Context: an optimization exercise on an open-source flow, tuned for small area and a short achievable clock period. The choices shown serve that exercise and are no tape-out recipe.
Function was checked by simulation only, so behaviour that the tests miss may differ from the original.
No activity file was given, so power comes from the tool's default toggle rates.

==> v34 <==
Design mipsCore, start of the top module:
module mipsCore (
    input  logic               clk,
    input  logic               rst_i,
    input  logic               instValid_i,
    input  mipsPkg::word_t     inst_i,
    input  mipsPkg::word_t     pc_i,
    output logic               wrEn_o,
    output mipsPkg::regAddr_t  wrAddr_o,
    output mipsPkg::word_t     wrData_o,
    output logic               jCe_o,
    output mipsPkg::word_t     jAddr_o
);
    logic [5:0]        op;
    logic [5:0]        fn;
    mipsPkg::regAddr_t rs;
    mipsPkg::regAddr_t rt;
    mipsPkg::regAddr_t rd;
    logic [4:0]        sh;
    logic [15:0]       imm;
    assign op  = inst_i[31:26];
    assign rs  = inst_i[25:21];
    assign rt  = inst_i[20:16];
    assign rd  = inst_i[15:11];
    assign sh  = inst_i[10:6];
    assign fn  = inst_i[5:0];
    assign imm = inst_i[15:0];
    logic rType;
    logic fAnd, fOr, fXor, fAdd, fSub, fSlt, fSll, fSrl, fSra, fJr, fJalr;
    logic oAddi, oAndi, oOri, oXori, oLui, oBeq, oBne, oBgtz, oBltz, oJ, oJal;
    assign rType = (op == 6'b000000);
    assign fAnd  = rType && (fn == 6'b100100);
    assign fOr   = rType && (fn == 6'b100101);
    assign fXor  = rType && (fn == 6'b100110);
    assign fAdd  = rType && (fn == 6'b100000);
    assign fSub  = rType && (fn == 6'b100010);
    assign fSlt  = rType && (fn == 6'b101010);
  ...
==> flow/config.mk <==
export PLATFORM = sky130hd
export DESIGN_NAME = mipsCore
export DESIGN_NICKNAME = mipsCore
export VERILOG_FILES = /design/flow/design.v
export SDC_FILE = /design/flow/constraint.sdc
export NUM_CORES = 4
export LEC_CHECK = 0
export CAP_MARGIN = 20
export CORE_MARGIN = 2
export CORE_UTILIZATION = 50
export CTS_BUF_LIST = sky130_fd_sc_hd__clkbuf_8
export CTS_CLUSTER_DIAMETER = 50
export CTS_CLUSTER_SIZE = 12
export SETUP_SLACK_MARGIN = 4
export SLEW_MARGIN = 20
==> flow/constraint.sdc <==
create_clock -name core_clock -period 10.0 [get_ports {clk}]
set_input_delay 2.0000 -clock core_clock [delete_from_list [all_inputs] [get_ports {clk}]]
set_output_delay 2.0000 -clock core_clock [all_outputs]
set_load 0.01 [all_outputs]
standard.sh (not shown) runs the stock make flow with config.mk's settings and CLKGATE_MAP_FILE= SYNTH_SCRIPT=/design/flow/synth_recipe.tcl, a recipe that flattens the netlist after the stock synthesis.
==> flow/flow/run.sh <==
#!/bin/bash
# Standard ORFS layout with two changes:
#  - ABC maps the combinational logic with an area-recovering &nf script
#    (flow/abc_speed.script) instead of ORFS's default speed script;
#  - port buffers use sky130_fd_sc_hd__buf_1 (resized later where timing needs it).
# Registers, their names and cell types are those of the standard synthesis.
set -euo pipefail
cd "$(dirname "$0")/.."
rm -rf scripts_local
cp -r "$FLOW_HOME/scripts" scripts_local
cp flow/abc_speed.script scripts_local/abc_speed.script
export SCRIPTS_DIR="$PWD/scripts_local"
export BUFFER_PORTS_ARGS="-buffer_cell sky130_fd_sc_hd__buf_1"
bash standard.sh > flow_standard.log 2>&1
==> flow/flow/abc_speed.script <==
strash
&get -n
&st
&syn2
&synch2
&nf -R 0
&put
buffer -c
topo
stime -c
upsize -c
dnsize -c
==> v18 (differences from v34) <==
==> flow/flow/abc_speed.script (replaced) <==
strash
&get -n
&st
&syn2
&synch2
&nf -R 15
&put
buffer -c
topo
stime -c
upsize -c
dnsize -c
Settings changed: CORE_UTILIZATION 50 to 55.
==> v32 (differences from v34) <==
--- a/flow/design.v
+++ b/flow/design.v
@@ -66,18 +66,18 @@
     begin
         if (rst_i)
             vld <= '0;
         else
             vld <= vld | wrSel;
     end
     assign rdOk = vld & ~wrSel;
     logic hitA, hitB;
-    assign hitA = wrEn_i && (wrAddr_i == raAddr_i);
-    assign hitB = wrEn_i && (wrAddr_i == rbAddr_i);
+    assign hitA = wrEn_i && (wrAddr_i == raAddr_i) && (raAddr_i != '0);
+    assign hitB = wrEn_i && (wrAddr_i == rbAddr_i) && (rbAddr_i != '0);
     always_comb
     begin
         raData_o = hitA ? wrData_i : '0;
         rbData_o = hitB ? wrData_i : '0;
         for (int i = 1; i < 32; i++)
         begin
             if (rdOk[i] && (raAddr_i == 5'(i)))
                 raData_o = raData_o | regs[i];
@@ -178,19 +178,17 @@
     assign isSub = fSub | fSlt;
     assign immZ  = oAndi | oOri | oXori;
     assign immS  = oAddi;
     assign bLog = immZ ? ze : b;
     assign rAnd = a & bLog;
     assign rOr  = a | bLog;
     assign rXor = a ^ bLog;
     assign bAdd = immS ? se : (isSub ? ~b : b);
-    logic [32:0] sumX;
-    assign sumX = {a, 1'b1} + {bAdd, isSub};
-    assign sum  = sumX[32:1];
+    assign sum  = a + bAdd + {31'd0, isSub};
     assign lt   = (a[31] != b[31]) ? a[31] : sum[31];
     always_comb
     begin
         for (int i = 0; i < 32; i++)
             shIn[i] = fSll ? b[32-1-i] : b[i];
     end
     assign shFill = fSra & b[32-1];
     logic [2*32-1:0] shWide;
Settings changed: CTS_BUF_LIST sky130_fd_sc_hd__clkbuf_8 to unset, CTS_CLUSTER_DIAMETER 50 to unset, CTS_CLUSTER_SIZE 12 to unset.
==> qor summary <==
item                                                                        v18           v34           v32
Die W                                                                    318 um        334 um        333 um
Worst Setup Slack post-DPL                                              1790 ps       1160 ps       1430 ps
Highest clock frequency the design can meet                           0.157 GHz     0.154 GHz     0.149 GHz
Routed met1 length                                                      87.9 mm       92.1 mm       89.7 mm
Die area                                                           101,000 um^2  111,000 um^2  111,000 um^2
Clock latency on the worst-skew pair                                     910 ps        910 ps        770 ps
Number of instances in the synthesized netlist                            4,264         4,277         4,244
Share of the core filled with cells in the final layout                   64.2%         60.1%         60.2%
Global-route wire length before repair                                   374 mm        380 mm        372 mm
Initial Utilization                                                       55.4%         50.2%         50.5%
Clock Power Share                                                         37.8%         38.6%         44.5%
Count of buffers not belonging to the clock network in the layout           505           585           506
Post-DP HPWL                                                             158 mm        158 mm        158 mm
Critical path startpoint                                             inst_i[20]    inst_i[23]    inst_i[22]
Met3 layer wire length in the routed design                             52.0 mm       50.8 mm       51.2 mm
Resize count post-CTS                                                       206           322           190
Crit Path Max Fanout                                                          5            32            32
Run status                                             timing/DRC/antenna clean  timing/DRC/antenna clean  timing/DRC/antenna clean
Relative area of non-clock buffer cells in the final design               6.73%         8.26%         6.70%
Library cell used as clock root buffer                                 clkbuf_8      clkbuf_8     clkbuf_16
Non-filler instance count after layout                                    5,963         6,187         6,038
Share of synthesized area spent on multiplexers                           3.74%         3.57%         3.47%

[static timing again, ports no longer ideal]
In the flow no input, the clock included, has a driving cell. The finished layouts below were timed again as built, in two steps.
Step 1: set_driving_cell puts a clkbuf_16 on clk and a buf_2 on each other input, an assumption about the parent block.
Step 2 adds t to the input delays and takes it off the output delays; t is the mean of the earliest and latest rising clock arrival at the registers after step 1. Input paths then give back, and output paths get back, about the clock's delay inside the block.
Three values: ideal, step 1, step 2; two values: the first two.
run	shift t [ns]	setup WS [ns]	worst data-port slew with drivers (ns)
v34	0.958	3.505 / 3.559 / 2.601	0.11
v18	0.950	3.617 / 3.511 / 2.562	0.19
v32	0.815	3.303 / 3.332 / 2.518	0.11
After both steps every run listed still meets setup and hold. For v18, which loses most, drivers alone change the setup slack by -0.106 ns; drivers and shift together by -1.055 ns.
